Background: an optimization exercise with open tools, aiming at small area and a short achievable clock period. Do not read the settings as production practice. Function was checked by simulation only, so behaviour that the tests miss may differ from the original. Power is estimated from default activity; no workload was simulated.

**flow/design.v**
```verilog
package dla_pkg;
    localparam int DIM_WID   = 6;
    localparam int DEPTH_WID = 4;
    localparam int SHIFT_WID = 5;
    localparam int ADDR_WID  = 16;
    localparam int SUM_WID   = 36;
endpackage
`timescale 1ns/100ps
import dla_pkg::*;
module tile_sequencer (
    input  logic                 clock,
    input  logic                 rst,
    input  logic                 tile_start,
    input  logic [DIM_WID-1:0]   tile_length,
    input  logic [DIM_WID-1:0]   tile_height,
    input  logic [DEPTH_WID-1:0] valid_num,
    input  logic [SHIFT_WID-1:0] qtf_shift,
    input  logic                 beat_valid,
    input  logic [15:0]          ifm_pixel,
    input  logic [127:0]         wgt_vec,
    output logic                 busy,
    output logic                 v1,
    output logic                 f1,
    output logic                 l1,
    output logic                 e1,
    output logic                 t1,
    output logic [7:0]           neg1,
    output logic [7:0]           one1,
    output logic [7:0]           two1,
    output logic                 nf1,
    output logic [7:0]           nneg1,
    output logic [7:0]           none1,
    output logic [7:0]           ntwo1,
    output logic [127:0]         w1,
    output logic [SHIFT_WID-1:0] sh1
);
    logic [DIM_WID-1:0]   len_m1;
    logic [DEPTH_WID-1:0] vn_m1;
    logic [SHIFT_WID-1:0] sh_cfg;
    logic [DEPTH_WID-1:0] beat_left;
    logic [DIM_WID-1:0]   col_left;
    logic [DIM_WID-1:0]   row_left;
    logic                 first_f;
    logic accept, beat_last, col_last, row_last;
    logic [7:0] neg0, one0, two0;
    assign accept    = busy && beat_valid;
    assign beat_last = (beat_left == '0);
    assign col_last  = (col_left == '0);
    assign row_last  = (row_left == '0);
    always_ff @(posedge clock) begin
        if (rst) begin
            busy <= 1'b0;
        end else if (!busy) begin
            busy <= tile_start;
        end else if (accept && beat_last && col_last && row_last) begin
            busy <= 1'b0;
        end
    end
    always_ff @(posedge clock) begin
        if (!busy) begin
            len_m1    <= tile_length - DIM_WID'(1);
            vn_m1     <= valid_num - DEPTH_WID'(1);
            sh_cfg    <= qtf_shift;
            beat_left <= valid_num - DEPTH_WID'(1);
            col_left  <= tile_length - DIM_WID'(1);
            row_left  <= tile_height - DIM_WID'(1);
            first_f   <= 1'b1;
        end else if (accept) begin
            first_f <= beat_last;
            if (!beat_last) begin
                beat_left <= beat_left - DEPTH_WID'(1);
            end else begin
                beat_left <= vn_m1;
                if (!col_last) begin
                    col_left <= col_left - DIM_WID'(1);
                end else begin
                    col_left <= len_m1;
                    row_left <= row_left - DIM_WID'(1);
                end
            end
        end
    end
    always_ff @(posedge clock) begin
        if (rst) begin
            v1 <= 1'b0;
        end else begin
            v1 <= accept;
        end
    end
    booth_enc u_enc (.x(ifm_pixel), .neg(neg0), .one(one0), .two(two0));
    always_ff @(posedge clock) begin
        f1   <= first_f && accept;
        l1   <= beat_last;
        e1   <= col_last;
        t1   <= col_last && row_last;
        neg1 <= neg0 & {8{accept}};
        one1 <= one0 & {8{accept}};
        two1 <= two0 & {8{accept}};
        nf1   <= !(first_f && accept);
        nneg1 <= ~(neg0 & {8{accept}});
        none1 <= ~(one0 & {8{accept}});
        ntwo1 <= ~(two0 & {8{accept}});
        w1   <= wgt_vec;
        sh1  <= sh_cfg;
    end
endmodule
`timescale 1ns/100ps
import dla_pkg::*;
module mac_row (
    input  logic                            clock,
    input  logic                            rst,
    input  logic                            v1,
    input  logic                            f1,
    input  logic                            l1,
    input  logic [7:0]                      neg1,
    input  logic [7:0]                      one1,
    input  logic [7:0]                      two1,
    input  logic                            nf1,
    input  logic [7:0]                      nneg1,
    input  logic [7:0]                      none1,
    input  logic [7:0]                      ntwo1,
    input  logic [127:0]                    w1,
    input  logic [127:0]                    bias,
    output logic                            pv3,
    output logic [7:0][SUM_WID-1:0]         acc
);
    logic                          v2, l2;
    logic                          f2, nf2, f2c, nf2d;
    logic [7:0][SUM_WID-1:0]       ps, pc, ps2, pc2;
    logic [7:0][1:0]               btop2;
    for (genvar i = 0; i < 8; i++) begin : g_lane
        booth_mul u_mul (
            .neg (i < 4 ? neg1 : ~nneg1),
            .one (i < 4 ? one1 : ~none1),
            .two (i < 4 ? two1 : ~ntwo1),
            .w   (w1[16*i +: 16]),
            .b   (bias[16*i +: 14]),
            .bf  (i < 4 ? f1 : !nf1),
            .ps  (ps[i]),
            .pc  (pc[i])
        );
    end
    always_ff @(posedge clock) begin
        if (rst) begin
            v2 <= 1'b0;
        end else begin
            v2 <= v1;
        end
    end
    always_ff @(posedge clock) begin
        f2   <= f1;
        nf2  <= nf1;
        f2c  <= !nf1;
        nf2d <= !f1;
        l2  <= l1;
        ps2 <= ps;
        pc2 <= pc;
        for (int i = 0; i < 8; i++) begin
            btop2[i] <= bias[16*i+14 +: 2];
        end
    end
    always_ff @(posedge clock) begin
        if (rst) begin
            pv3 <= 1'b0;
        end else begin
            pv3 <= v2 && l2;
        end
    end
    for (genvar i = 0; i < 8; i++) begin : g_acc
        logic [SUM_WID-1:0] base, xs, xc;
        logic first;
        assign first = (i < 2) ? f2 : (i < 4) ? f2c : (i < 6) ? !nf2 : !nf2d;
        assign base = first ? {{(SUM_WID-15){btop2[i][1]}}, btop2[i][0], 14'b0} : acc[i];
        assign xs   = base ^ ps2[i] ^ pc2[i];
        assign xc   = ((base & ps2[i]) | (base & pc2[i]) | (ps2[i] & pc2[i])) << 1;
        always_ff @(posedge clock) begin
            acc[i] <= xs + xc;
        end
    end
endmodule
module booth_enc (
    input  logic [15:0] x,
    output logic [7:0] neg,
    output logic [7:0] one,
    output logic [7:0] two
);
    wire [16:0] xe = {x, 1'b0};
    genvar j;
    for (j = 0; j < 8; j++) begin : g_dig
        assign neg[j] = xe[2*j+2];
        assign one[j] = xe[2*j+1] ^ xe[2*j];
        assign two[j] = (xe[2*j+2] & ~xe[2*j+1] & ~xe[2*j]) | (~xe[2*j+2] & xe[2*j+1] & xe[2*j]);
    end
endmodule
module booth_mul (
    input  logic [7:0] neg,
    input  logic [7:0] one,
    input  logic [7:0] two,
    input  logic [15:0] w,
    input  logic [13:0] b,
    input  logic bf,
    output logic [35:0] ps,
    output logic [35:0] pc
);
    wire [16:0] we = {w[15], w};
    wire [16:0] we2 = {w, 1'b0};
    wire [13:0] bb = b & {14{bf}};
    wire [16:0] pp0 = (({17{one[0]}} & we) | ({17{two[0]}} & we2)) ^ {17{neg[0]}};
    wire [16:0] pp1 = (({17{one[1]}} & we) | ({17{two[1]}} & we2)) ^ {17{neg[1]}};
    wire [16:0] pp2 = (({17{one[2]}} & we) | ({17{two[2]}} & we2)) ^ {17{neg[2]}};
    wire [16:0] pp3 = (({17{one[3]}} & we) | ({17{two[3]}} & we2)) ^ {17{neg[3]}};
    wire [16:0] pp4 = (({17{one[4]}} & we) | ({17{two[4]}} & we2)) ^ {17{neg[4]}};
    wire [16:0] pp5 = (({17{one[5]}} & we) | ({17{two[5]}} & we2)) ^ {17{neg[5]}};
    wire [16:0] pp6 = (({17{one[6]}} & we) | ({17{two[6]}} & we2)) ^ {17{neg[6]}};
    wire [16:0] pp7 = (({17{one[7]}} & we) | ({17{two[7]}} & we2)) ^ {17{neg[7]}};
    wire hs0 = neg[4] ^ pp0[8];
    wire hc0 = neg[4] & pp0[8];
    wire hs1 = pp0[9] ^ pp1[7];
    wire hc1 = pp0[9] & pp1[7];
    wire fs2 = neg[5] ^ pp0[10] ^ pp1[8];
    wire fc2 = (neg[5] & pp0[10]) | (neg[5] & pp1[8]) | (pp0[10] & pp1[8]);
    wire hs3 = pp2[6] ^ pp3[4];
    wire hc3 = pp2[6] & pp3[4];
    wire fs4 = pp0[11] ^ pp1[9] ^ pp2[7];
    wire fc4 = (pp0[11] & pp1[9]) | (pp0[11] & pp2[7]) | (pp1[9] & pp2[7]);
    wire hs5 = pp3[5] ^ pp4[3];
    wire hc5 = pp3[5] & pp4[3];
    wire fs6 = neg[6] ^ pp0[12] ^ pp1[10];
    wire fc6 = (neg[6] & pp0[12]) | (neg[6] & pp1[10]) | (pp0[12] & pp1[10]);
    wire fs7 = pp2[8] ^ pp3[6] ^ pp4[4];
    wire fc7 = (pp2[8] & pp3[6]) | (pp2[8] & pp4[4]) | (pp3[6] & pp4[4]);
    wire hs8 = pp5[2] ^ pp6[0];
    wire hc8 = pp5[2] & pp6[0];
    wire fs9 = pp0[13] ^ pp1[11] ^ pp2[9];
    wire fc9 = (pp0[13] & pp1[11]) | (pp0[13] & pp2[9]) | (pp1[11] & pp2[9]);
    wire fs10 = pp3[7] ^ pp4[5] ^ pp5[3];
    wire fc10 = (pp3[7] & pp4[5]) | (pp3[7] & pp5[3]) | (pp4[5] & pp5[3]);
    wire hs11 = pp6[1] ^ bb[13];
    wire hc11 = pp6[1] & bb[13];
    wire fs12 = neg[7] ^ pp0[14] ^ pp1[12];
    wire fc12 = (neg[7] & pp0[14]) | (neg[7] & pp1[12]) | (pp0[14] & pp1[12]);
    wire fs13 = pp2[10] ^ pp3[8] ^ pp4[6];
    wire fc13 = (pp2[10] & pp3[8]) | (pp2[10] & pp4[6]) | (pp3[8] & pp4[6]);
    wire fs14 = pp5[4] ^ pp6[2] ^ pp7[0];
    wire fc14 = (pp5[4] & pp6[2]) | (pp5[4] & pp7[0]) | (pp6[2] & pp7[0]);
    wire fs15 = pp0[15] ^ pp1[13] ^ pp2[11];
    wire fc15 = (pp0[15] & pp1[13]) | (pp0[15] & pp2[11]) | (pp1[13] & pp2[11]);
    wire fs16 = pp3[9] ^ pp4[7] ^ pp5[5];
    wire fc16 = (pp3[9] & pp4[7]) | (pp3[9] & pp5[5]) | (pp4[7] & pp5[5]);
    wire hs17 = pp6[3] ^ pp7[1];
    wire hc17 = pp6[3] & pp7[1];
    wire fs18 = ~(~pp0[16] ^ pp1[14]);
    wire fc18 = ~pp0[16] | pp1[14];
    wire fs19 = pp2[12] ^ pp3[10] ^ pp4[8];
    wire fc19 = (pp2[12] & pp3[10]) | (pp2[12] & pp4[8]) | (pp3[10] & pp4[8]);
    wire fs20 = pp5[6] ^ pp6[4] ^ pp7[2];
    wire fc20 = (pp5[6] & pp6[4]) | (pp5[6] & pp7[2]) | (pp6[4] & pp7[2]);
    wire fs21 = ~(pp1[15] ^ pp2[13]);
    wire fc21 = pp1[15] | pp2[13];
    wire fs22 = pp3[11] ^ pp4[9] ^ pp5[7];
    wire fc22 = (pp3[11] & pp4[9]) | (pp3[11] & pp5[7]) | (pp4[9] & pp5[7]);
    wire hs23 = pp6[5] ^ pp7[3];
    wire hc23 = pp6[5] & pp7[3];
    wire fs24 = ~pp1[16] ^ pp2[14] ^ pp3[12];
    wire fc24 = (~pp1[16] & pp2[14]) | (~pp1[16] & pp3[12]) | (pp2[14] & pp3[12]);
    wire fs25 = pp4[10] ^ pp5[8] ^ pp6[6];
    wire fc25 = (pp4[10] & pp5[8]) | (pp4[10] & pp6[6]) | (pp5[8] & pp6[6]);
    wire fs26 = ~(pp2[15] ^ pp3[13]);
    wire fc26 = pp2[15] | pp3[13];
    wire hs27 = pp4[11] ^ pp5[9];
    wire hc27 = pp4[11] & pp5[9];
    wire fs28 = ~pp2[16] ^ pp3[14] ^ pp4[12];
    wire fc28 = (~pp2[16] & pp3[14]) | (~pp2[16] & pp4[12]) | (pp3[14] & pp4[12]);
    wire hs29 = ~pp3[15];
    wire hc29 = pp3[15];
    wire hs30 = neg[2] ^ pp0[4];
    wire hc30 = neg[2] & pp0[4];
    wire hs31 = pp0[5] ^ pp1[3];
    wire hc31 = pp0[5] & pp1[3];
    wire fs32 = neg[3] ^ pp0[6] ^ pp1[4];
    wire fc32 = (neg[3] & pp0[6]) | (neg[3] & pp1[4]) | (pp0[6] & pp1[4]);
    wire hs33 = pp2[2] ^ pp3[0];
    wire hc33 = pp2[2] & pp3[0];
    wire fs34 = pp0[7] ^ pp1[5] ^ pp2[3];
    wire fc34 = (pp0[7] & pp1[5]) | (pp0[7] & pp2[3]) | (pp1[5] & pp2[3]);
    wire hs35 = pp3[1] ^ bb[7];
    wire hc35 = pp3[1] & bb[7];
    wire fs36 = pp1[6] ^ pp2[4] ^ pp3[2];
    wire fc36 = (pp1[6] & pp2[4]) | (pp1[6] & pp3[2]) | (pp2[4] & pp3[2]);
    wire fs37 = pp4[0] ^ hs0 ^ bb[8];
    wire fc37 = (pp4[0] & hs0) | (pp4[0] & bb[8]) | (hs0 & bb[8]);
    wire fs38 = pp2[5] ^ pp3[3] ^ pp4[1];
    wire fc38 = (pp2[5] & pp3[3]) | (pp2[5] & pp4[1]) | (pp3[3] & pp4[1]);
    wire fs39 = hc0 ^ hs1 ^ bb[9];
    wire fc39 = (hc0 & hs1) | (hc0 & bb[9]) | (hs1 & bb[9]);
    wire fs40 = pp4[2] ^ pp5[0] ^ hc1;
    wire fc40 = (pp4[2] & pp5[0]) | (pp4[2] & hc1) | (pp5[0] & hc1);
    wire fs41 = hs3 ^ fs2 ^ bb[10];
    wire fc41 = (hs3 & fs2) | (hs3 & bb[10]) | (fs2 & bb[10]);
    wire fs42 = pp5[1] ^ hc3 ^ hs5;
    wire fc42 = (pp5[1] & hc3) | (pp5[1] & hs5) | (hc3 & hs5);
    wire fs43 = fc2 ^ fs4 ^ bb[11];
    wire fc43 = (fc2 & fs4) | (fc2 & bb[11]) | (fs4 & bb[11]);
    wire fs44 = hc5 ^ hs8 ^ fc4;
    wire fc44 = (hc5 & hs8) | (hc5 & fc4) | (hs8 & fc4);
    wire fs45 = fs6 ^ fs7 ^ bb[12];
    wire fc45 = (fs6 & fs7) | (fs6 & bb[12]) | (fs7 & bb[12]);
    wire fs46 = hc8 ^ fc6 ^ fc7;
    wire fc46 = (hc8 & fc6) | (hc8 & fc7) | (fc6 & fc7);
    wire fs47 = fs9 ^ fs10 ^ hs11;
    wire fc47 = (fs9 & fs10) | (fs9 & hs11) | (fs10 & hs11);
    wire fs48 = fc9 ^ fc10 ^ fs12;
    wire fc48 = (fc9 & fc10) | (fc9 & fs12) | (fc10 & fs12);
    wire fs49 = fs13 ^ fs14 ^ hc11;
    wire fc49 = (fs13 & fs14) | (fs13 & hc11) | (fs14 & hc11);
    wire fs50 = hs17 ^ fc12 ^ fc13;
    wire fc50 = (hs17 & fc12) | (hs17 & fc13) | (fc12 & fc13);
    wire fs51 = fc14 ^ fs15 ^ fs16;
    wire fc51 = (fc14 & fs15) | (fc14 & fs16) | (fs15 & fs16);
    wire fs52 = hc17 ^ fc15 ^ fc16;
    wire fc52 = (hc17 & fc15) | (hc17 & fc16) | (fc15 & fc16);
    wire fs53 = fs18 ^ fs19 ^ fs20;
    wire fc53 = (fs18 & fs19) | (fs18 & fs20) | (fs19 & fs20);
    wire fs54 = hs23 ^ fc18 ^ fc19;
    wire fc54 = (hs23 & fc18) | (hs23 & fc19) | (fc18 & fc19);
    wire fs55 = fc20 ^ fs21 ^ fs22;
    wire fc55 = (fc20 & fs21) | (fc20 & fs22) | (fs21 & fs22);
    wire fs56 = pp7[4] ^ hc23 ^ fc21;
    wire fc56 = (pp7[4] & hc23) | (pp7[4] & fc21) | (hc23 & fc21);
    wire fs57 = fc22 ^ fs24 ^ fs25;
    wire fc57 = (fc22 & fs24) | (fc22 & fs25) | (fs24 & fs25);
    wire fs58 = pp6[7] ^ pp7[5] ^ hs27;
    wire fc58 = (pp6[7] & pp7[5]) | (pp6[7] & hs27) | (pp7[5] & hs27);
    wire fs59 = fc24 ^ fc25 ^ fs26;
    wire fc59 = (fc24 & fc25) | (fc24 & fs26) | (fc25 & fs26);
    wire fs60 = pp5[10] ^ pp6[8] ^ pp7[6];
    wire fc60 = (pp5[10] & pp6[8]) | (pp5[10] & pp7[6]) | (pp6[8] & pp7[6]);
    wire fs61 = hc27 ^ fc26 ^ fs28;
    wire fc61 = (hc27 & fc26) | (hc27 & fs28) | (fc26 & fs28);
    wire fs62 = pp4[13] ^ pp5[11] ^ pp6[9];
    wire fc62 = (pp4[13] & pp5[11]) | (pp4[13] & pp6[9]) | (pp5[11] & pp6[9]);
    wire fs63 = pp7[7] ^ hs29 ^ fc28;
    wire fc63 = (pp7[7] & hs29) | (pp7[7] & fc28) | (hs29 & fc28);
    wire fs64 = ~pp3[16] ^ pp4[14] ^ pp5[12];
    wire fc64 = (~pp3[16] & pp4[14]) | (~pp3[16] & pp5[12]) | (pp4[14] & pp5[12]);
    wire fs65 = pp6[10] ^ pp7[8] ^ hc29;
    wire fc65 = (pp6[10] & pp7[8]) | (pp6[10] & hc29) | (pp7[8] & hc29);
    wire fs66 = ~(pp4[15] ^ pp5[13]);
    wire fc66 = pp4[15] | pp5[13];
    wire hs67 = pp6[11] ^ pp7[9];
    wire hc67 = pp6[11] & pp7[9];
    wire fs68 = ~pp4[16] ^ pp5[14] ^ pp6[12];
    wire fc68 = (~pp4[16] & pp5[14]) | (~pp4[16] & pp6[12]) | (pp5[14] & pp6[12]);
    wire hs69 = ~pp5[15];
    wire hc69 = pp5[15];
    wire hs70 = neg[1] ^ pp0[2];
    wire hc70 = neg[1] & pp0[2];
    wire hs71 = pp0[3] ^ pp1[1];
    wire hc71 = pp0[3] & pp1[1];
    wire fs72 = pp1[2] ^ pp2[0] ^ hs30;
    wire fc72 = (pp1[2] & pp2[0]) | (pp1[2] & hs30) | (pp2[0] & hs30);
    wire fs73 = pp2[1] ^ hc30 ^ hs31;
    wire fc73 = (pp2[1] & hc30) | (pp2[1] & hs31) | (hc30 & hs31);
    wire fs74 = hc31 ^ hs33 ^ fs32;
    wire fc74 = (hc31 & hs33) | (hc31 & fs32) | (hs33 & fs32);
    wire fs75 = hc33 ^ fc32 ^ fs34;
    wire fc75 = (hc33 & fc32) | (hc33 & fs34) | (fc32 & fs34);
    wire fs76 = fc34 ^ fs36 ^ hc35;
    wire fc76 = (fc34 & fs36) | (fc34 & hc35) | (fs36 & hc35);
    wire fs77 = fc36 ^ fs38 ^ fc37;
    wire fc77 = (fc36 & fs38) | (fc36 & fc37) | (fs38 & fc37);
    wire fs78 = fc38 ^ fs40 ^ fc39;
    wire fc78 = (fc38 & fs40) | (fc38 & fc39) | (fs40 & fc39);
    wire fs79 = fc40 ^ fs42 ^ fc41;
    wire fc79 = (fc40 & fs42) | (fc40 & fc41) | (fs42 & fc41);
    wire fs80 = fc42 ^ fs44 ^ fc43;
    wire fc80 = (fc42 & fs44) | (fc42 & fc43) | (fs44 & fc43);
    wire fs81 = fc44 ^ fs46 ^ fc45;
    wire fc81 = (fc44 & fs46) | (fc44 & fc45) | (fs46 & fc45);
    wire fs82 = fc46 ^ fs48 ^ fc47;
    wire fc82 = (fc46 & fs48) | (fc46 & fc47) | (fs48 & fc47);
    wire fs83 = fc48 ^ fs50 ^ fs51;
    wire fc83 = (fc48 & fs50) | (fc48 & fs51) | (fs50 & fs51);
    wire fs84 = fc50 ^ fc51 ^ fs52;
    wire fc84 = (fc50 & fc51) | (fc50 & fs52) | (fc51 & fs52);
    wire fs85 = fc52 ^ fc53 ^ fs54;
    wire fc85 = (fc52 & fc53) | (fc52 & fs54) | (fc53 & fs54);
    wire fs86 = fc54 ^ fc55 ^ fs56;
    wire fc86 = (fc54 & fc55) | (fc54 & fs56) | (fc55 & fs56);
    wire fs87 = fs58 ^ fc56 ^ fc57;
    wire fc87 = (fs58 & fc56) | (fs58 & fc57) | (fc56 & fc57);
    wire fs88 = fs60 ^ fc58 ^ fc59;
    wire fc88 = (fs60 & fc58) | (fs60 & fc59) | (fc58 & fc59);
    wire fs89 = fc60 ^ fs62 ^ fc61;
    wire fc89 = (fc60 & fs62) | (fc60 & fc61) | (fs62 & fc61);
    wire fs90 = fc62 ^ fs64 ^ fs65;
    wire fc90 = (fc62 & fs64) | (fc62 & fs65) | (fs64 & fs65);
    wire fs91 = hs67 ^ fc64 ^ fs66;
    wire fc91 = (hs67 & fc64) | (hs67 & fs66) | (fc64 & fs66);
    wire fs92 = pp7[10] ^ hc67 ^ fc66;
    wire fc92 = (pp7[10] & hc67) | (pp7[10] & fc66) | (hc67 & fc66);
    wire fs93 = pp6[13] ^ pp7[11] ^ hs69;
    wire fc93 = (pp6[13] & pp7[11]) | (pp6[13] & hs69) | (pp7[11] & hs69);
    wire fs94 = ~pp5[16] ^ pp6[14] ^ pp7[12];
    wire fc94 = (~pp5[16] & pp6[14]) | (~pp5[16] & pp7[12]) | (pp6[14] & pp7[12]);
    wire hs95 = ~pp6[15];
    wire hc95 = pp6[15];
    wire hs96 = neg[0] ^ pp0[0];
    wire hc96 = neg[0] & pp0[0];
    wire hs97 = pp0[1] ^ bb[1];
    wire hc97 = pp0[1] & bb[1];
    wire fs98 = pp1[0] ^ hs70 ^ bb[2];
    wire fc98 = (pp1[0] & hs70) | (pp1[0] & bb[2]) | (hs70 & bb[2]);
    wire fs99 = hc70 ^ hs71 ^ bb[3];
    wire fc99 = (hc70 & hs71) | (hc70 & bb[3]) | (hs71 & bb[3]);
    wire fs100 = hc71 ^ fs72 ^ bb[4];
    wire fc100 = (hc71 & fs72) | (hc71 & bb[4]) | (fs72 & bb[4]);
    wire fs101 = fc72 ^ fs73 ^ bb[5];
    wire fc101 = (fc72 & fs73) | (fc72 & bb[5]) | (fs73 & bb[5]);
    wire fs102 = fc73 ^ fs74 ^ bb[6];
    wire fc102 = (fc73 & fs74) | (fc73 & bb[6]) | (fs74 & bb[6]);
    wire fs103 = fc74 ^ fs75 ^ hs35;
    wire fc103 = (fc74 & fs75) | (fc74 & hs35) | (fs75 & hs35);
    wire fs104 = fc75 ^ fs37 ^ fs76;
    wire fc104 = (fc75 & fs37) | (fc75 & fs76) | (fs37 & fs76);
    wire fs105 = fs39 ^ fc76 ^ fs77;
    wire fc105 = (fs39 & fc76) | (fs39 & fs77) | (fc76 & fs77);
    wire fs106 = fs41 ^ fc77 ^ fs78;
    wire fc106 = (fs41 & fc77) | (fs41 & fs78) | (fc77 & fs78);
    wire fs107 = fs43 ^ fc78 ^ fs79;
    wire fc107 = (fs43 & fc78) | (fs43 & fs79) | (fc78 & fs79);
    wire fs108 = fs45 ^ fc79 ^ fs80;
    wire fc108 = (fs45 & fc79) | (fs45 & fs80) | (fc79 & fs80);
    wire fs109 = fs47 ^ fc80 ^ fs81;
    wire fc109 = (fs47 & fc80) | (fs47 & fs81) | (fc80 & fs81);
    wire fs110 = fs49 ^ fc81 ^ fs82;
    wire fc110 = (fs49 & fc81) | (fs49 & fs82) | (fc81 & fs82);
    wire fs111 = fs83 ^ fc49 ^ fc82;
    wire fc111 = (fs83 & fc49) | (fs83 & fc82) | (fc49 & fc82);
    wire fs112 = fs53 ^ fc83 ^ fs84;
    wire fc112 = (fs53 & fc83) | (fs53 & fs84) | (fc83 & fs84);
    wire fs113 = fs55 ^ fc84 ^ fs85;
    wire fc113 = (fs55 & fc84) | (fs55 & fs85) | (fc84 & fs85);
    wire fs114 = fs57 ^ fc85 ^ fs86;
    wire fc114 = (fs57 & fc85) | (fs57 & fs86) | (fc85 & fs86);
    wire fs115 = fs59 ^ fc86 ^ fs87;
    wire fc115 = (fs59 & fc86) | (fs59 & fs87) | (fc86 & fs87);
    wire fs116 = fs61 ^ fc87 ^ fs88;
    wire fc116 = (fs61 & fc87) | (fs61 & fs88) | (fc87 & fs88);
    wire fs117 = fs63 ^ fc88 ^ fs89;
    wire fc117 = (fs63 & fc88) | (fs63 & fs89) | (fc88 & fs89);
    wire fs118 = fc63 ^ fs90 ^ fc89;
    wire fc118 = (fc63 & fs90) | (fc63 & fc89) | (fs90 & fc89);
    wire fs119 = fc65 ^ fs91 ^ fc90;
    wire fc119 = (fc65 & fs91) | (fc65 & fc90) | (fs91 & fc90);
    wire fs120 = fs68 ^ fc91 ^ fs92;
    wire fc120 = (fs68 & fc91) | (fs68 & fs92) | (fc91 & fs92);
    wire fs121 = fc68 ^ fs93 ^ fc92;
    wire fc121 = (fc68 & fs93) | (fc68 & fc92) | (fs93 & fc92);
    wire fs122 = hc69 ^ fs94 ^ fc93;
    wire fc122 = (hc69 & fs94) | (hc69 & fc93) | (fs94 & fc93);
    wire fs123 = pp7[13] ^ hs95 ^ fc94;
    wire fc123 = (pp7[13] & hs95) | (pp7[13] & fc94) | (hs95 & fc94);
    wire fs124 = ~pp6[16] ^ pp7[14] ^ hc95;
    wire fc124 = (~pp6[16] & pp7[14]) | (~pp6[16] & hc95) | (pp7[14] & hc95);
    wire hs125 = ~pp7[15];
    wire hc125 = pp7[15];
    assign ps = {1'b1, 1'b1, 1'b1, 1'b1, 1'b1, hc125, fc124, fc123, fc122, fc121, fc120, fc119, fc118, fc117, fc116, fc115, fc114, fc113, fc112, fc111, fc110, fc109, fc108, fc107, fc106, fc105, fc104, fc103, fc102, fc101, fc100, fc99, fc98, hc97, hc96, hs96};
    assign pc = {1'b0, 1'b0, 1'b0, 1'b0, 1'b0, ~pp7[16], hs125, fs124, fs123, fs122, fs121, fs120, fs119, fs118, fs117, fs116, fs115, fs114, fs113, fs112, fs111, fs110, fs109, fs108, fs107, fs106, fs105, fs104, fs103, fs102, fs101, fs100, fs99, fs98, hs97, bb[0]};
endmodule
`timescale 1ns/100ps
import dla_pkg::*;
module qtf_unit (
    input  logic                     clock,
    input  logic                     rst,
    input  logic                     pv3,
    input  logic [7:0][SUM_WID-1:0]  acc,
    input  logic [SHIFT_WID-1:0]     sh3,
    input  logic [SUM_WID-17:0]      keep3,
    output logic                     pv4,
    output logic [7:0][15:0]         sv4,
    output logic [7:0]               ovf4,
    output logic [7:0]               sgn4
);
    always_ff @(posedge clock) begin
        if (rst) begin
            pv4 <= 1'b0;
        end else begin
            pv4 <= pv3;
        end
    end
    for (genvar i = 0; i < 8; i++) begin : g_lane
        logic signed [SUM_WID-1:0] s, t;
        logic                      sgn;
        assign s   = $signed(acc[i]);
        assign sgn = s[SUM_WID-1];
        assign t   = s >>> sh3;
        always_ff @(posedge clock) begin
            sv4[i]  <= t[15:0];
            ovf4[i] <= |((s[SUM_WID-2:15] ^ {(SUM_WID-16){sgn}}) & keep3);
            sgn4[i] <= sgn;
        end
    end
endmodule
`timescale 1ns/100ps
import dla_pkg::*;
module glb_writer (
    input  logic                  clock,
    input  logic                  rst,
    input  logic [ADDR_WID-1:0]   of_base_addr,
    input  logic [ADDR_WID-1:0]   of_page_length,
    input  logic                  pv4,
    input  logic                  e4,
    input  logic                  t4,
    input  logic [7:0][15:0]      sv4,
    input  logic [7:0]            ovf4,
    input  logic [7:0]            sgn4,
    output logic                  of_wr_en,
    output logic [ADDR_WID-1:0]   of_wr_addr,
    output logic [127:0]          of_wr_data,
    output logic                  tile_done
);
    logic                nf;         
    logic                peor;       
    logic [ADDR_WID-1:0] row_base;   
    logic [ADDR_WID-1:0] ax, ay, an;
    logic [ADDR_WID-1:0] base_r, page_r;
    always_ff @(posedge clock) begin
        base_r <= of_base_addr;
        page_r <= of_page_length;
    end
    assign ax = row_base + page_r;
    assign ay = of_wr_addr + ADDR_WID'(1);
    assign an = nf ? base_r : (peor ? ax : ay);
    always_ff @(posedge clock) begin
        if (rst) begin
            of_wr_en  <= 1'b0;
            tile_done <= 1'b0;
            nf        <= 1'b1;
        end else begin
            of_wr_en  <= pv4;
            tile_done <= pv4 && t4;
            if (pv4) begin
                nf <= t4;
            end
        end
    end
    always_ff @(posedge clock) begin
        for (int i = 0; i < 8; i++) begin
            of_wr_data[16*i +: 16] <= ovf4[i] ? {sgn4[i], {15{~sgn4[i]}}} : sv4[i];
        end
        if (pv4) begin
            peor       <= e4;
            of_wr_addr <= an;
            if (nf || peor) begin
                row_base <= an;
            end
        end
    end
endmodule
`timescale 1ns/100ps
import dla_pkg::*;
module dla_core #(
    parameter int SIZE     = 8,
    parameter int DATA_WID = 16,
    parameter int ACC_WID  = 40
) (
    input  logic                          clock,
    input  logic                          rst,
    input  logic                          tile_start,
    input  logic [DIM_WID-1:0]            tile_length,
    input  logic [DIM_WID-1:0]            tile_height,
    input  logic [DEPTH_WID-1:0]          valid_num,
    input  logic [SHIFT_WID-1:0]          qtf_shift,
    input  logic [SIZE*DATA_WID-1:0]      bias,
    output logic                          busy,
    input  logic                          beat_valid,
    input  logic signed [DATA_WID-1:0]    ifm_pixel,
    input  logic [SIZE*DATA_WID-1:0]      wgt_vec,
    input  logic [ADDR_WID-1:0]           of_base_addr,
    input  logic [ADDR_WID-1:0]           of_page_length,
    output logic                          of_wr_en,
    output logic [ADDR_WID-1:0]           of_wr_addr,
    output logic [SIZE*DATA_WID-1:0]      of_wr_data,
    output logic                          tile_done
);
    logic                    v1, f1, l1, e1, t1;
    logic [7:0]              neg1, one1, two1;
    logic                    nf1;
    logic [7:0]              nneg1, none1, ntwo1;
    logic [127:0]            w1;
    logic [SHIFT_WID-1:0]    sh1, sh2, sh3;
    logic                    e2, t2, e3, t3, e4, t4;
    logic                    pv3, pv4;
    logic [7:0][SUM_WID-1:0] acc;
    logic [7:0][15:0]        sv4;
    logic [7:0]              ovf4, sgn4;
    logic [SUM_WID-17:0]     keep3;
    tile_sequencer u_tile_sequencer (
        .clock       (clock),
        .rst         (rst),
        .tile_start  (tile_start),
        .tile_length (tile_length),
        .tile_height (tile_height),
        .valid_num   (valid_num),
        .qtf_shift   (qtf_shift),
        .beat_valid  (beat_valid),
        .ifm_pixel   (ifm_pixel),
        .wgt_vec     (wgt_vec),
        .busy        (busy),
        .v1          (v1),
        .f1          (f1),
        .l1          (l1),
        .e1          (e1),
        .t1          (t1),
        .neg1        (neg1),
        .one1        (one1),
        .two1        (two1),
        .nf1         (nf1),
        .nneg1       (nneg1),
        .none1       (none1),
        .ntwo1       (ntwo1),
        .w1          (w1),
        .sh1         (sh1)
    );
    mac_row u_mac_row (
        .clock (clock),
        .rst   (rst),
        .v1    (v1),
        .f1    (f1),
        .l1    (l1),
        .neg1  (neg1),
        .one1  (one1),
        .two1  (two1),
        .nf1   (nf1),
        .nneg1 (nneg1),
        .none1 (none1),
        .ntwo1 (ntwo1),
        .w1    (w1),
        .bias  (bias),
        .pv3   (pv3),
        .acc   (acc)
    );
    always_ff @(posedge clock) begin
        e2  <= e1;
        t2  <= t1;
        e3  <= e2;
        t3  <= t2;
        e4  <= e3;
        t4  <= t3;
        sh2 <= sh1;
        sh3 <= sh2;
        for (int k = 0; k <= SUM_WID - 17; k++) begin
            keep3[k] <= (k >= int'(sh2));
        end
    end
    qtf_unit u_qtf_unit (
        .clock (clock),
        .rst   (rst),
        .pv3   (pv3),
        .acc   (acc),
        .sh3   (sh3),
        .keep3 (keep3),
        .pv4   (pv4),
        .sv4   (sv4),
        .ovf4  (ovf4),
        .sgn4  (sgn4)
    );
    glb_writer u_glb_writer (
        .clock          (clock),
        .rst            (rst),
        .of_base_addr   (of_base_addr),
        .of_page_length (of_page_length),
        .pv4            (pv4),
        .e4             (e4),
        .t4             (t4),
        .sv4            (sv4),
        .ovf4           (ovf4),
        .sgn4           (sgn4),
        .of_wr_en       (of_wr_en),
        .of_wr_addr     (of_wr_addr),
        .of_wr_data     (of_wr_data),
        .tile_done      (tile_done)
    );
endmodule
```
**flow/flow/run.sh**
```bash
#!/bin/bash
# Own layout flow:
#  1. the standard synthesis, unchanged;
#  2. flow/invpush.py rewrites its netlist: a full adder is self-dual, so
#     inverters on two or three of an adder's inputs are moved to its outputs,
#     where most cancel against the inverters that follow (no register is
#     touched);
#  3. the standard ORFS steps from floorplan to finish, with the resizer
#     allowed to change a cell's footprint so repair can upsize gates, and
#     every port buffered with a plain buffer (buf_2) rather than the delay
#     cell buffer_ports picks by default.
# Each step's full output goes to a log file in this folder; ORFS's own
# per-step logs stay under orfs/logs.
set -euo pipefail
bash standard.sh synth > synth.log 2>&1
EXTRA="MATCH_CELL_FOOTPRINT=0 SETUP_SLACK_MARGIN=5.4 'BUFFER_PORTS_ARGS=-buffer_cell sky130_fd_sc_hd__buf_2'"
R=orfs/results/${FLOW_PLATFORM:-sky130hd}/dla_core/base
cp $R/1_2_yosys.v synth_netlist.v
python3 flow/invpush.py synth_netlist.v $R/1_2_yosys.v > invpush.log 2>&1
rm -f $R/1_synth.odb $R/1_synth.sdc
sed 's/ "${@:-finish}"/ '"$EXTRA"' "${@:-finish}"/' standard.sh > layout.sh
bash layout.sh finish > layout.log 2>&1
```
**flow/flow/invpush.py**
```python
#!/usr/bin/env python3
"""Push inverters through full adders in a flat sky130hd netlist.

A full adder is self-dual: fa(~a, ~b, ~c) = (~sum, ~cout). Where two or three
of a full adder's inputs come from inverters, the adder is rewired to the
uninverted signals (an inverter is added on any input that was not
inverted) and its outputs are inverted instead; double inverters are then
bypassed and inverters left without loads removed.

Usage: invpush.py IN.v OUT.v
"""
import re
import sys
from collections import defaultdict

INV = re.compile(r"sky130_fd_sc_hd__(clk)?inv_\d+$")
FA = re.compile(r"sky130_fd_sc_hd__fa_\d+$")
OUTPINS = {"X", "Y", "Q", "Q_N", "SUM", "COUT", "HI", "LO"}

src = open(sys.argv[1]).read()
m = re.search(r"\bmodule\s+(\w+)\s*\((.*?)\);", src, re.S)
head_end = m.end()
endm = src.rindex("endmodule")
body = src[head_end:endm]

# statements in the body
stmts = [s.strip() for s in body.split(";") if s.strip()]
decls, assigns, insts = [], [], []
inst_re = re.compile(r"^(\S+)\s+(\S+)\s*\((.*)\)$", re.S)
ports_out = set()
ports_in = set()
for s in stmts:
    if s.startswith(("wire", "input", "output", "inout", "reg")):
        decls.append(s)
        if s.startswith("output"):
            ports_out.update(re.findall(r"([\w\\\[\]\.$]+)\s*$", s))
        continue
    if s.startswith("assign"):
        assigns.append(s)
        continue
    mm = inst_re.match(s)
    if not mm:
        decls.append(s)
        continue
    pins = {}
    for p, n in re.findall(r"\.(\w+)\s*\(\s*([^()]*?)\s*\)", mm.group(3)):
        pins[p] = n
    insts.append([mm.group(1), mm.group(2), pins])

# nets used in assigns or as ports are kept as they are
protected = set()
for a in assigns:
    for tok in re.findall(r"[\\\w][^\s,;{}=]*", a[len("assign"):]):
        protected.add(tok.strip())
for d in decls:
    if d.startswith(("input", "output", "inout")):
        for tok in re.findall(r"(\\\S+|\w+)\s*$", d):
            protected.add(tok)

cells = {}
for t, n, p in insts:
    cells[n] = [t, p]

newid = [0]


def fresh(prefix):
    newid[0] += 1
    return f"{prefix}{newid[0]}_"


new_wires = []


def build_maps():
    drv, loads = {}, defaultdict(list)
    for n, (t, p) in cells.items():
        for pin, net in p.items():
            if pin in OUTPINS:
                drv[net] = n
            else:
                loads[net].append((n, pin))
    return drv, loads


def is_inv(n):
    return n in cells and INV.search(cells[n][0]) is not None


changed = True
rounds = 0
while changed and rounds < 50:
    changed = False
    rounds += 1
    drv, loads = build_maps()
    for n in list(cells):
        if n not in cells:
            continue
        t, p = cells[n]
        if not FA.search(t):
            continue
        ins = ["A", "B", "CIN"]
        inv_in = [drv.get(p[i]) if is_inv(drv.get(p[i])) else None for i in ins]
        k = sum(1 for x in inv_in if x)
        if k < 2:
            continue
        # rewire inputs
        for i, iv in zip(ins, inv_in):
            if iv:
                p[i] = cells[iv][1]["A"]
            else:
                w = "_ip" + fresh("") 
                w = "\\" + w.lstrip("\\") if False else w
                new_wires.append(w)
                cells[fresh("_ipinv")] = ["sky130_fd_sc_hd__inv_1", {"A": p[i], "Y": w}]
                p[i] = w
        # invert outputs
        for o in ("SUM", "COUT"):
            if o not in p:
                continue
            old = p[o]
            w = fresh("_op")
            new_wires.append(w)
            p[o] = w
            cells[fresh("_opinv")] = ["sky130_fd_sc_hd__inv_1", {"A": w, "Y": old}]
        changed = True
        drv, loads = build_maps()
    # bypass double inverters: inv2(inv1(x)) -> loads of inv2 read x
    drv, loads = build_maps()
    for n in list(cells):
        if n not in cells or not is_inv(n):
            continue
        t, p = cells[n]
        d = drv.get(p["A"])
        if d is None or not is_inv(d):
            continue
        x = cells[d][1]["A"]
        y = p["Y"]
        if y in protected:
            continue
        for (ln, lp) in loads[y]:
            cells[ln][1][lp] = x
        del cells[n]
        changed = True
        drv, loads = build_maps()
    # remove dead inverters
    drv, loads = build_maps()
    for n in list(cells):
        if is_inv(n) and not loads.get(cells[n][1]["Y"]) and cells[n][1]["Y"] not in protected:
            del cells[n]
            changed = True

out = [src[:head_end]]
for d in decls:
    out.append("  " + d + " ;")
for w in new_wires:
    out.append(f"  wire {w};")
for n, (t, p) in cells.items():
    conns = ", ".join(f".{k}({v} )" for k, v in p.items())
    out.append(f"  {t} {n} ({conns});")
for a in assigns:
    out.append("  " + a + " ;")
out.append("endmodule")
open(sys.argv[2], "w").write("\n".join(out) + "\n")
ninv = sum(1 for n in cells if is_inv(n))
print(f"rounds {rounds}, inverters now {ninv}", file=sys.stderr)
```
**flow/standard.sh**
```bash
#!/bin/bash
# synth_recipe.tcl (not shown) runs the flow's synth.tcl, then flattens the netlist and writes it again
# the make line also repeats each setting of config.mk as NAME=value (left out here)
make -C /OpenROAD-flow-scripts/flow DESIGN_CONFIG=/design/flow/config.mk WORK_HOME=/design/flow/orfs CLKGATE_MAP_FILE= SYNTH_SCRIPT=/design/flow/synth_recipe.tcl "${@:-finish}"
```
**flow/config.mk**
```make
export PLATFORM = sky130hd
export DESIGN_NAME = dla_core
export DESIGN_NICKNAME = dla_core
export VERILOG_FILES = /design/flow/design.v
export SDC_FILE = /design/flow/constraint.sdc
export NUM_CORES = 4
export LEC_CHECK = 0
export CAP_MARGIN = 20
export CORE_MARGIN = 2
export CORE_UTILIZATION = 45
export CTS_BUF_LIST = sky130_fd_sc_hd__clkbuf_8
export SETUP_SLACK_MARGIN = 5
export SLEW_MARGIN = 20
```
**flow/constraint.sdc**
```tcl
create_clock -name core_clock -period 9.0 [get_ports {clock}]
set_input_delay 1.8000 -clock core_clock [delete_from_list [all_inputs] [get_ports {clock}]]
set_output_delay 1.8000 -clock core_clock [all_outputs]
set_load 0.01 [all_outputs]
```
==> results of run 1 <==
-- critical path: stages (launching register included) --
cell and delay [ns]:
dfxtp_4 0.45, buf_12 0.18, nand2b_4 0.17, buf_8 0.14, nand2_4 0.05, fa_1 0.56, ha_4 0.23, buf_6 0.13
a21o_1 0.15, a221o_1 0.33, a21oi_2 0.19, o211ai_4 0.11, a311o_1 0.37, a21oi_2 0.22, o21a_2 0.22, o41ai_4 0.08
xor2_1 0.16
-- power by group through the flow --
| stage | clock (mW) | sequential, mW | combinational, mW |
|---|---|---|---|
| 6_report | 7.06 | 12.0 | 30.8 |
| 5_1_grt | 7.45 | 12.1 | 33.5 |
| 4_1_cts | 7.21 | 11.8 | 27.8 |
| 3_5_place_dp | 0 | 11.9 | 25.5 |
| 3_3_place_gp | 0 | 11.9 | 25.3 |
| 2_1_floorplan | 0 | 10.1 | 18.9 |
-- sequential cells by signal, indices dropped and copies added, names as in the netlist, 20 cells and up --
register	count
u_qtf_unit.sv4	128
u_mac_row.pc2	248
u_mac_row.acc	288
u_mac_row.ps2	248
u_tile_sequencer.w1	128
keep3	20
u_glb_writer.of_wr_data	128
-- metrics by stage --
step / power (mW) / cells
final: 49.8 / 15100
after global routing: 53.0 / 15000
after CTS: 46.8 / 14800
after detailed placement: 37.4 / 14200
after global placement: 37.2 / 14200
after floorplan: 29.0 / 11300
-- final cells by class --
| class | instances | area share, % |
|---|---|---|
| Antenna cell | 31 | 0.0624 |
| Clock buffer | 348 | 3.86 |
| Clock inverter | 130 | 0.963 |
| Inverter | 1063 | 3.32 |
| Multi-Input combinational cell | 7967 | 58.8 |
| Sequential cell | 1404 | 23.4 |
| Tap cell | 3150 | 3.17 |
| Timing Repair Buffer | 960 | 6.43 |
-- routing by layer --
metal  GRT usage, %  routed length [um]  vias to the layer above
met2           45.1              165000                     5813
met4           12.2               18600                       16
met1           47.8              185000                    44600
li1               -                   -                    39200
met3           11.2               54800                     1162
met5         0.0794                 155                        -
-- worst paths after layout --
check,end,slack (ns)
setup / recovery,u_mac_row.acc[214]$_DFF_P_,5.14
hold / removal,sh2[4]$_DFF_P_,0.31
setup reg to reg,u_mac_row.acc[214]$_DFF_P_,5.14
hold reg to reg,sh2[4]$_DFF_P_,0.31
-- cells in the final DEF, fill, tap and decap left out, drive strengths merged, types with 109 or more instances in the layout --
cell    count
a21o      149
a21oi     488
a22oi     505
buf       935
clkbuf    373
dfxtp    1340
fa       1057
ha        470
inv      1091
mux2      109
mux2i     171
nand2     938
nand2b    125
nor2      369
o211ai    125
o21ai     611
o22ai     539
xnor2     915
xor2      472
-- repair_timing --
| item | CTS | global route |
|---|---|---|
| pin swaps | 149 | 163 |
| buffers inserted | 154 | 193 |
| hold endpoints to repair | 0 | 0 |
| gates cloned | 14 | 17 |
| setup endpoints to repair | 380 | 270 |
| resized for setup | 477 | 415 |
==> summary.md, run 1 <==
| Metric | Value |
|---|---|
| Status | `finished clean` |
| IO Pins | `476` |
| Setup crit end kind | `flop` |
| Final hold vios | `0` |
| Switch share | `46.7%` |
| Synth Instances | `11300` |
| Area after DPL | `111000 um^2` |
| Setup TNS | `0 ns` |
| Core area | `236000 um^2` |
| Critical hold path startpoint | `u_tile_sequencer.sh1[4]$_DFF_P_` |
| Seq. cell area | `29000 um^2` |
| FILL cells | `21500` |
| Clk buf depth | `4` |
| # port buffers | `475` |
| Final period util | `42.8%` |
| Multi-input logic area | `73100 um^2` |
| Post-route setup slack | `5.14 ns` |
| Pint | `26.5 mW` |
| Clock sink count | `1404` |
| Num rows | `178` |
| Final HPWL DP | `298 mm` |
| Largest net degree at the start of global routing | `211` |
| Leakage power | `52.5 nW` |
| Syn_area_per_cell | `9.42 um^2` |
| WP data required | `9.91 ns` |
| Total track usage | `33.1%` |
| Share of layout cells above drive strength 1 | `18.4%` |
| Worst-path fanout max | `8` |
| Layout Area Growth over Synthesis | `16.3%` |
| Worst setup SP type | `flop` |
| Endpoints failing setup | `0` |
| R2R Path Start | `u_mac_row.nf2$_DFF_P_` |
| Vias in the first global route | `89600` |
| Hold WC Path Type | `reg2reg` |
| Synthesized cell area | `107000 um^2` |
| Seq pwr share | `24.1%` |
| Grt total ovfl | `0` |
| DR WL/cell | `28.1 um` |
| Worst Setup SP | `u_mac_row.nf2$_DFF_P_` |
| CTS tree | `yes` |
| DRT antenna net count | `0` |
| Gpl congestion | `0.989` |
| First-pass GRT wire length | `601 mm` |
| Drc violations | `0` |
| Max_cap viols | `0` |
| Worst-Margin Slew | `1.22 ns` |
| Slew margin rel. | `18.4%` |
| Reg2Reg Depth | `16` |
| First-pass DRT Iterations | `17` |
| Clock Latency Late Sink | `1.06 ns` |
| Final wirelength | `423 mm` |
| Clock transition at path regs | `0.06 ns` |
| Hold Buf Count CTS | `0` |
| TritonCTS buffer count | `278` |
| Synth warn | `5` |
| Gate power share | `61.8%` |
| Die W | `491 um` |
| Vias/cell | `6.03` |
| CTS root buf | `clkbuf_8` |
| Final Cell Area | `124000 um^2` |
| RSZ-0062 raised after global routing | `yes` |
| Clock power frac | `14.2%` |
| Layout Skew | `0.0803 ns` |
| Critical path type | `reg2reg` |
| Maximum clock rate | `259 MHz` |
| Initial antenna violation count | `42` |
| Cell Pwr Density | `401 nW/um^2` |
| Initial core utilization | `45.3%` |
| Die area | `241000 um^2` |
| Min Tclk post-route | `3.86 ns` |
| Initial drt markers | `10700` |
| Fin util | `52.7%` |
| Syn nets | `13200` |
| Final hold slack | `0.312 ns` |
| Max VDD drop | `237 uV` |
| Final nets | `13500` |
| H-tree Lvls | `5` |
| Die height | `491 um` |
| Worst slack at placement | `4.21 ns` |
| Arr. time, crit path | `4.76 ns` |
| Slew Limit Fails | `0` |
| Vias | `90800` |
| WHS Path Cells | `0` |
| Psw | `23.3 mW` |
==> inputs of run 2 (changes only) <==
--- a/flow/design.v
+++ b/flow/design.v
@@ -492,9 +492,20 @@
     for (genvar i = 0; i < 8; i++) begin : g_lane
-        logic signed [SUM_WID-1:0] s, t;
-        logic                      sgn;
-        assign s   = $signed(acc[i]);
+        logic [SUM_WID-1:0] s;
+        logic               sgn;
+        logic [SUM_WID+14:0] a0;
+        logic [30:0]         a1;
+        logic [22:0]         a2;
+        logic [18:0]         a3;
+        logic [16:0]         a4;
+        logic [15:0]         t;
+        assign s   = acc[i];
         assign sgn = s[SUM_WID-1];
-        assign t   = s >>> sh3;
+        assign a0  = {{15{sgn}}, s};
+        assign a1  = sh3[4] ? a0[46:16] : a0[30:0];
+        assign a2  = sh3[3] ? a1[30:8]  : a1[22:0];
+        assign a3  = sh3[2] ? a2[22:4]  : a2[18:0];
+        assign a4  = sh3[1] ? a3[18:2]  : a3[16:0];
+        assign t   = sh3[0] ? a4[16:1]  : a4[15:0];
         always_ff @(posedge clock) begin
-            sv4[i]  <= t[15:0];
+            sv4[i]  <= t;
             ovf4[i] <= |((s[SUM_WID-2:15] ^ {(SUM_WID-16){sgn}}) & keep3);
@@ -526,10 +537,5 @@
     logic [ADDR_WID-1:0] ax, ay, an;
-    logic [ADDR_WID-1:0] base_r, page_r;
-    always_ff @(posedge clock) begin
-        base_r <= of_base_addr;
-        page_r <= of_page_length;
-    end
-    assign ax = row_base + page_r;
+    assign ax = row_base + of_page_length;
     assign ay = of_wr_addr + ADDR_WID'(1);
-    assign an = nf ? base_r : (peor ? ax : ay);
+    assign an = nf ? of_base_addr : (peor ? ax : ay);
     always_ff @(posedge clock) begin
--- a/flow/flow/run.sh
+++ b/flow/flow/run.sh
@@ -5,6 +5,8 @@
 #     inverters on two or three of an adder's inputs are moved to its outputs,
-#     where most cancel against the inverters that follow (no register is
-#     touched);
+#     where most cancel against the inverters that follow, and an inverter
+#     that alone loads a gate is merged into it (nand2 + inv -> and2, ...);
+#     no register is touched;
 #  3. the standard ORFS steps from floorplan to finish, with the resizer
-#     allowed to change a cell's footprint so repair can upsize gates, and
+#     allowed to change a cell's footprint so repair can upsize gates, a
+#     setup repair margin of 5.4 ns, and
 #     every port buffered with a plain buffer (buf_2) rather than the delay
--- a/flow/flow/invpush.py
+++ b/flow/flow/invpush.py
@@ -152,2 +152,53 @@
 
+
+# Peephole: an inverter whose input comes from a gate that drives nothing
+# else becomes part of that gate, which is swapped for its complement
+# (nand2 + inv -> and2, xnor2 + inv -> xor2, ...).
+COMPL = {}
+for x, y in [("nand2", "and2"), ("nor2", "or2"), ("nand2b", "and2b"), ("nor2b", "or2b"),
+             ("xor2", "xnor2"), ("xnor2", "xor2"), ("a21oi", "a21o"), ("o21ai", "o21a"),
+             ("a22oi", "a22o"), ("o22ai", "o22a"), ("a21boi", "a21bo"), ("o21bai", "o21ba"),
+             ("nand3", "and3"), ("nor3", "or3"), ("a211oi", "a211o"), ("o211ai", "o211a"),
+             ("a31oi", "a31o"), ("o31ai", "o31a"), ("a32oi", "a32o"), ("o32ai", "o32a"),
+             ("nand4", "and4"), ("nor4", "or4"), ("a2bb2oi", "a2bb2o"), ("o2bb2ai", "o2bb2a"),
+             ("a221oi", "a221o"), ("o221ai", "o221a"), ("a311oi", "a311o"), ("o311ai", "o311a"),
+             ("a41oi", "a41o"), ("o41ai", "o41a"), ("a2111oi", "a2111o"), ("o2111ai", "o2111a"),
+             ("mux2i", "mux2"), ("nand3b", "and3b"), ("nor3b", "or3b"), ("nand4b", "and4b"),
+             ("nor4b", "or4b"), ("xnor3", "xor3"), ("xor3", "xnor3")]:
+    COMPL[x] = y
+# output pin of each kind: inverting cells drive Y, the others X
+YOUT = {"nand2", "nor2", "nand2b", "nor2b", "xnor2", "a21oi", "o21ai", "a22oi", "o22ai",
+        "a21boi", "o21bai", "nand3", "nor3", "a211oi", "o211ai", "a31oi", "o31ai", "a32oi",
+        "o32ai", "nand4", "nor4", "a2bb2oi", "o2bb2ai", "a221oi", "o221ai", "a311oi", "o311ai",
+        "a41oi", "o41ai", "a2111oi", "o2111ai", "mux2i", "nand3b", "nor3b", "nand4b", "nor4b"}
+# drive strengths that exist for each complement kind
+SIZES = {"and2": [0, 1, 2, 4], "or2": [0, 1, 2, 4], "mux2": [1, 2, 4, 8]}
+cellre = re.compile(r"sky130_fd_sc_hd__([a-z0-9]+)_(\d+)$")
+npeep = 0
+drv, loads = build_maps()
+for n in list(cells):
+    if n not in cells or not is_inv(n):
+        continue
+    a, y = cells[n][1]["A"], cells[n][1]["Y"]
+    d = drv.get(a)
+    if d is None or a in protected or len(loads.get(a, [])) != 1:
+        continue
+    g = d
+    mt = cellre.match(cells[g][0])
+    if not mt or mt.group(1) not in COMPL:
+        continue
+    kind, size = mt.group(1), int(mt.group(2))
+    ck = COMPL[kind]
+    sizes = SIZES.get(ck, [1, 2, 4])
+    csize = min([z for z in sizes if z >= max(size, 1)] or [max(sizes)])
+    opin = "Y" if kind in YOUT else "X"
+    npin = "Y" if ck in YOUT else "X"
+    gp = cells[g][1]
+    del gp[opin]
+    gp[npin] = y
+    cells[g][0] = f"sky130_fd_sc_hd__{ck}_{csize}"
+    del cells[n]
+    npeep += 1
+    drv, loads = build_maps()
+
 out = [src[:head_end]]
@@ -165,2 +216,2 @@
 ninv = sum(1 for n in cells if is_inv(n))
-print(f"rounds {rounds}, inverters now {ninv}", file=sys.stderr)
+print(f"rounds {rounds}, inverters now {ninv}, {npeep} merged into gates", file=sys.stderr)
--- a/flow/config.mk
+++ b/flow/config.mk
@@ -13 +13,2 @@
 export SLEW_MARGIN = 20
+export TNS_END_PERCENT = 10
==> run 2 against run 1 <==
Still clean on timing, DRC and antenna; routed wire length is 9.0% lower; combinational power is about 10% lower; core utilization is 1.4 points lower; global-route usage is 1.9 points lower; hold slack worse by 0.0024 ns; setup slack better by 0.13 ns; synthesized area is 3.1% lower.
==> summary.md, run 2 <==
| Metric | Value |
|---|---|
| # port buffers | `475` |
| Synthesized cell area | `103000 um^2` |
| Clock transition at path regs | `0.07 ns` |
| Critical path type | `reg2reg` |
| Synth Instances | `10500` |
| Buffer and inverter count on the worst path | `1` |
| Status | `finished clean` |
| Max_cap viols | `0` |
| Hold WC Path Type | `reg2reg` |
| Final wirelength | `385 mm` |
| R2R Path Start | `keep3[5]$_DFF_P_` |
| First-pass DRT Iterations | `12` |
| Clock power frac | `14.4%` |
| IO Pins | `476` |
| Final nets | `12600` |
| Final period util | `41.4%` |
| Slew margin rel. | `21.6%` |
| Total track usage | `31.2%` |
| Hold Buf Count CTS | `0` |
| Cell family with most CP delay | `compound AO/OA/AOI/OAI gates` |
| RSZ-0062 raised after global routing | `yes` |
| Dpl cells | `13300` |
| Worst slack at placement | `4.29 ns` |
| Switch share | `46.4%` |
| Commonest non-fill, non-tap cell in the layout | `dfxtp_1` |
| Worst Setup SP | `keep3[5]$_DFF_P_` |
| Area after DPL | `107000 um^2` |
| Final Cell Area | `118000 um^2` |
| Leakage power | `49.4 nW` |
| Arr. time, crit path | `4.64 ns` |
| Setup crit end kind | `flop` |
| Grt total ovfl | `0` |
| H-tree Lvls | `4` |
| Cell Pwr Density | `385 nW/um^2` |
| Critical-path cell list | `clkinv_1 -> o21ai_0 -> a221oi_1 -> o221ai_1 -> nor4_1 -> a21oi_1` |
| Slew Limit Fails | `0` |
| DRT antenna net count | `0` |
| Layout Area Growth over Synthesis | `13.7%` |
| Largest regs | `u_mac_row.acc (288), u_mac_row.pc2 (248), u_mac_row.ps2 (248)` |
| Post-route setup slack | `5.27 ns` |
| Pint | `24.3 mW` |
| Largest net degree at the start of global routing | `161` |
| Gpl congestion | `0.982` |
| Worst-Margin Slew | `1.17 ns` |
| Fin util | `51.3%` |
| Clock sink count | `1372` |
| Clk buf depth | `3` |
| Final HPWL DP | `269 mm` |
| Die area | `234000 um^2` |
| Gate power share | `61.2%` |
| TritonCTS buffer count | `239` |
| Die W | `483 um` |
| Layout Skew | `0.0979 ns` |
| Vias/cell | `6.02` |
| Commonest non-fill, non-tap cells in the layout | `dfxtp_1 (1225), fa_1 (1042), inv_1 (943)` |
| DR WL/cell | `27.6 um` |
| Worst setup SP type | `flop` |
| WP data required | `9.91 ns` |
| Num rows | `176` |
| Max reg flops | `288` |
| Min Tclk post-route | `3.73 ns` |
| Psw | `21.0 mW` |
| Vias in the first global route | `84700` |
| Worst path max stage delay | `1.05 ns` |
| Worst-path fanout max | `9` |
| Syn_area_per_cell | `9.86 um^2` |
| Final hold vios | `0` |
| Max VDD drop | `218 uV` |
| CTS root buf | `clkbuf_8` |
| Maximum clock rate | `268 MHz` |
| Share of layout cells above drive strength 1 | `16.2%` |
| Post-route insts no fill | `14000` |
| Initial core utilization | `45.1%` |
| Critical hold path startpoint | `u_tile_sequencer.sh1[2]$_DFF_P_` |
| Largest Register | `u_mac_row.acc` |
| Synth warn | `5` |
| Die height | `483 um` |
| Initial drt markers | `10200` |
| Drc violations | `0` |
| Total power | `45.3 mW` |
| Core area | `229000 um^2` |
| Endpoints failing setup | `0` |
| Seq pwr share | `24.4%` |
| Final hold slack | `0.310 ns` |
| Vias | `83900` |
| Syn nets | `12300` |
| Max stage delay cell, worst path | `clkinv_1` |
| Initial antenna violation count | `36` |
| Setup TNS | `0 ns` |
| Clock Latency Late Sink | `1.10 ns` |
| First-pass GRT wire length | `552 mm` |
| CTS tree | `yes` |
run 2: cell count changes in the layout (fill, tap and decap cells not counted), sizes merged, moves of 92 or more:
| cell | delta |
|---|---|
| a21oi | -92 |
| buf | -148 |
| nand2 | -419 |
| mux2i | +122 |
| inv | -132 |
| o211ai | -92 |
run 2: cell type report:
cell class / instances / area, um^2
Clock buffer: 303 / 4170
Sequential cell: 1372 / 28300
Inverter: 913 / 3490
Multi-Input combinational cell: 7368 / 69900
Fill cell: 21000 / 112000
Clock inverter: 147 / 1390
Timing Repair Buffer: 811 / 6520
Antenna cell: 10 / 25.0
Tap cell: 3026 / 3790
run 2: worst reg2reg max path, stage by stage, from the launching register on:
cell      delay [ns]
dfxtp_1         0.87
clkinv_1        1.06
o21ai_0         0.49
a221oi_1        0.10
o221ai_1        0.12
nor4_1          0.10
a21oi_1         0.79
run 2: metal layers:
metal  routed length (um)  GRT usage [%]  vias up
met3                46800           10.3     1137
met1               163000           43.0    41500
met2               156000           44.4     5081
met4                19100           13.5       38
li1                     -              -    36200
met5                  337              0        -
run 2: power by group through the flow:
stage               logic [mW]  registers, mW  clock network, mW
finish                    27.7           11.1               6.53
floorplan                 19.0           9.96                  0
global placement          25.0           11.1                  0
global route              30.5           11.2               6.92
CTS                       26.3           11.0               6.65
detailed placement        25.1           11.2                  0
run 2: final timing paths:
path                                end  slack [ns]  depth (start not counted)
max          u_qtf_unit.ovf4[7]$_DFF_P_        5.27                          6
min                      sh2[2]$_DFF_P_        0.31                          0
max reg2reg  u_qtf_unit.ovf4[7]$_DFF_P_        5.27                          6
min reg2reg              sh2[2]$_DFF_P_        0.31                          0
run 2: repair_timing:
item,4_1_cts,5_1_grt
endpoints found under the hold margin,0,0
resized for setup,304,275
setup endpoints to repair,447,322
gates cloned,12,16
pin swaps,83,79
setup buffers,65,141
==> inputs of run 3 (changes only) <==
--- a/flow/flow/run.sh
+++ b/flow/flow/run.sh
@@ -10,3 +10,3 @@
 #     allowed to change a cell's footprint so repair can upsize gates, a
-#     setup repair margin of 5.4 ns, and
+#     setup repair margin of 5.5 ns, and
 #     every port buffered with a plain buffer (buf_2) rather than the delay
@@ -17,3 +17,3 @@
 bash standard.sh synth > synth.log 2>&1
-EXTRA="MATCH_CELL_FOOTPRINT=0 SETUP_SLACK_MARGIN=5.4 'BUFFER_PORTS_ARGS=-buffer_cell sky130_fd_sc_hd__buf_2'"
+EXTRA="MATCH_CELL_FOOTPRINT=0 SETUP_SLACK_MARGIN=5.5 'BUFFER_PORTS_ARGS=-buffer_cell sky130_fd_sc_hd__buf_2'"
 R=orfs/results/${FLOW_PLATFORM:-sky130hd}/dla_core/base
--- a/flow/config.mk
+++ b/flow/config.mk
@@ -13,2 +13,2 @@
 export SLEW_MARGIN = 20
-export TNS_END_PERCENT = 10
+export TNS_END_PERCENT = 3
==> run 3 against run 2 <==
Combinational power up 2%; synthesized cell count is the same; largest cell class unchanged; maximum frequency decreased by 1.1%; core utilization fell by 0.34 points; highest routed layer unchanged; hold slack better by 0.018 ns; routed wire length fell by 1.0%; count of clock-buffer cells in the layout is 1 higher; still clean on timing, DRC and antenna; global-route usage is 0.34 points higher.
==> summary.md, run 3 <==
| Metric | Value |
|---|---|
| Cell Pwr Density | `394 nW/um^2` |
| Clock power frac | `14.7%` |
| Worst-Margin Slew | `1.22 ns` |
| Layout Skew | `0.0882 ns` |
| Met2 usage | `44.8%` |
| Switch share | `46.2%` |
| Hold WC Path Type | `reg2reg` |
| Initial drt markers | `9381` |
| Gate power share | `61.2%` |
| Initial antenna violation count | `31` |
| Num rows | `176` |
| Post-route insts no fill | `13800` |
| Max reg flops | `288` |
| Final period util | `41.9%` |
| Commonest non-fill, non-tap cell in the layout | `dfxtp_1` |
| WHS Path Cells | `0` |
| Largest Register | `u_mac_row.acc` |
| Vias | `82900` |
| Psw | `21.3 mW` |
| Clock Latency Late Sink | `1.08 ns` |
| Synth Instances | `10500` |
| Dpl cells | `13300` |
| Pint | `24.8 mW` |
| Clock sink count | `1372` |
| Endpoints failing setup | `0` |
| H-tree Lvls | `4` |
| Status | `finished clean` |
| Seq pwr share | `24.1%` |
| Hold path endpoint | `t4$_DFF_P_` |
| Reg-to-reg slack, setup | `5.23 ns` |
| Initial core utilization | `45.1%` |
| Vias in the first global route | `84700` |
| Setup TNS | `0 ns` |
| Die height | `483 um` |
| RSZ-0062 raised after global routing | `yes` |
| Critical hold path startpoint | `t3$_DFF_P_` |
| Gpl congestion | `0.965` |
| Max_cap viols | `0` |
| # port buffers | `475` |
| Commonest non-fill, non-tap cells in the layout | `dfxtp_1 (1243), fa_1 (1044), inv_1 (937)` |
| Leakage power | `48.9 nW` |
| Largest regs | `u_mac_row.acc (288), u_mac_row.pc2 (248), u_mac_row.ps2 (248)` |
| Worst slack at placement | `4.36 ns` |
| Core area | `229000 um^2` |
| WP data required | `9.85 ns` |
| Final nets | `12500` |
| Synthesized cell area | `103000 um^2` |
| Hold Buf Count CTS | `0` |
| DRT antenna net count | `0` |
| Reg2Reg Depth | `4` |
| Grt total ovfl | `0` |
| Slew margin rel. | `17.5%` |
| Layout Area Growth over Synthesis | `13.0%` |
| Maximum clock rate | `265 MHz` |
| Largest net degree at the start of global routing | `161` |
| TritonCTS buffer count | `241` |
| Vias/cell | `5.99` |
| Total track usage | `31.5%` |
| CTS tree | `yes` |
| Final wirelength | `381 mm` |
| Clock transition at path regs | `0.07 ns` |
| R2R Path Start | `keep3[2]$_DFF_P_` |
| IO Pins | `476` |
| Share of layout cells above drive strength 1 | `15.5%` |
| CTS root buf | `clkbuf_8` |
| Min Tclk post-route | `3.77 ns` |
| Critical path type | `reg2reg` |
| Die W | `483 um` |
| FILL cells | `20900` |
| Total power | `46.1 mW` |
| Syn nets | `12300` |
| Arr. time, crit path | `4.62 ns` |
| Final HPWL DP | `270 mm` |
| Synth warn | `5` |
| Post-route setup slack | `5.23 ns` |
| Drc violations | `0` |
| Global routing's busiest layer | `met2` |
| Max VDD drop | `251 uV` |
| DR WL/cell | `27.5 um` |
| Worst setup SP type | `flop` |
| Setup crit end kind | `flop` |
| Clk buf depth | `3` |
| Met3 Use GR | `11.7%` |
| Slew Limit Fails | `0` |
| First-pass GRT wire length | `557 mm` |
| First-pass DRT Iterations | `11` |
| Routing usage on met1 | `42.5%` |
| Final hold vios | `0` |
| Worst-path fanout max | `10` |
| Syn_area_per_cell | `9.86 um^2` |
| Die area | `234000 um^2` |
| Reg2reg end | `u_qtf_unit.ovf4[7]$_DFF_P_` |
run 3: changes by cell type in the layout (fill, tap and decap cells not counted), moves of 13 or more:
cell and change:
dfxtp_1 +18, buf_16 -16, o21ai_1 -19, buf_4 -87, clkinvlp_4 -16, o21ai_0 +14
buf_8 +14, clkinv_2 +13
run 3: power by group through the flow:
stage,Combinational (mW),Sequential (mW),Clock [mW]
3_5_place_dp,25.3,11.2,0
2_1_floorplan,19.0,9.96,0
4_1_cts,26.6,11.0,6.92
5_1_grt,31.0,11.3,7.18
3_3_place_gp,25.1,11.2,0
6_report,28.2,11.1,6.78
run 3: worst max path at each step:
stage | startpoint | to | cells after the start
2_1_floorplan | u_tile_sequencer.neg1[3]$_DFF_P_ | u_mac_row.pc2[51]$_DFF_P_ | 10
3_3_place_gp | u_mac_row.nf2d$_DFF_P_ | u_mac_row.acc[287]$_DFF_P_ | 14
3_5_place_dp | u_mac_row.nf2d$_DFF_P_ | u_mac_row.acc[287]$_DFF_P_ | 14
4_1_cts | u_tile_sequencer.ntwo1[6]$_DFF_P_ | u_mac_row.pc2[163]$_DFF_P_ | 8
5_1_grt | u_mac_row.nf2d$_DFF_P_ | u_mac_row.acc[251]$_DFF_P_ | 15
6_report | keep3[2]$_DFF_P_ | u_qtf_unit.ovf4[7]$_DFF_P_ | 4
run 3: layout make-up:
type                    count  area [um^2]  share of cell area (%)
flip-flops and latches   1372        28300                    24.2
clock buffers             304         4180                    3.58
well taps                3026         3790                    3.24
diodes                     10         25.0                  0.0214
repair buffers            709         5320                    4.55
inverters                 913         3440                    2.95
multi-input cells        7367        70200                    60.1
clock inverters           145         1560                    1.34
run 3: metrics by stage:
| step | area [um^2] | util [%] | hold WS [ns] |
|---|---|---|---|
| after floorplan | 104000 | - | 0.310 |
| after global placement | 107000 | 46.8 | 0.312 |
| after detailed placement | 107000 | 46.8 | 0.312 |
| after CTS | 115000 | 50.3 | 0.329 |
| after global routing | 117000 | 51.0 | 0.333 |
| final | 117000 | 51.0 | 0.328 |
run 3: worst max-delay path, stage by stage, from the launching register on:
cell,delay (ns)
dfxtp_1,0.93
clkinv_1,1.21
o22ai_1,0.50
nor4_1,0.10
a21oi_1,0.78
run 3: repair_timing:
| item | 4_1_cts | 5_1_grt |
|---|---|---|
| gates cloned | 11 | 3 |
| gates resized for setup | 325 | 191 |
| pin swaps | 76 | 76 |
| buffers inserted | 65 | 54 |
| endpoints found under the setup margin | 476 | 364 |
run 3: routing by layer:
metal | share of wire (%) | up-vias | wire length [um]
met3 | 13 | 1131 | 48600
met2 | 41 | 5028 | 155000
li1 | - | 36000 | -
met4 | 4.9 | 36 | 18600
met1 | 42 | 40700 | 158000
met5 | 0.13 | - | 501

==> separate check: timing with driven ports <==
The results above use ideal ports. As a check the final layouts listed here were re-extracted and re-timed, cells and wires unchanged.
Step 1, drivers: a clkbuf_16 drives clock and a buf_2 each remaining input, both assumed.
Step 2 adds t to the input delays and takes it off the output delays; t is the mean of the earliest and latest rising clock arrival at the registers after step 1. Input paths then give back, and output paths get back, about the clock's delay inside the block.
Slacks: no drivers / after step 1 / after step 2; pairs: no drivers / after step 1.
run | t (ns) | setup WS [ns] | slew at the worst register clock pin (ns) | worst data-port slew with drivers (ns) | cell pins on the clock port's net
run 1 | 1.107 | 5.144 / 5.144 / 5.001 | 0.07 / 0.07 | 0.13 | 1
run 2 | 1.155 | 5.270 / 5.270 / 4.676 | 0.07 / 0.07 | 0.16 | 1
run 3 | 1.135 | 5.230 / 5.230 / 4.654 | 0.08 / 0.08 | 0.12 | 1
After both steps every run listed still meets setup and hold. The setup slack of run 2, which loses most, moves by 0.000 ns with the drivers and by -0.594 ns with both steps.
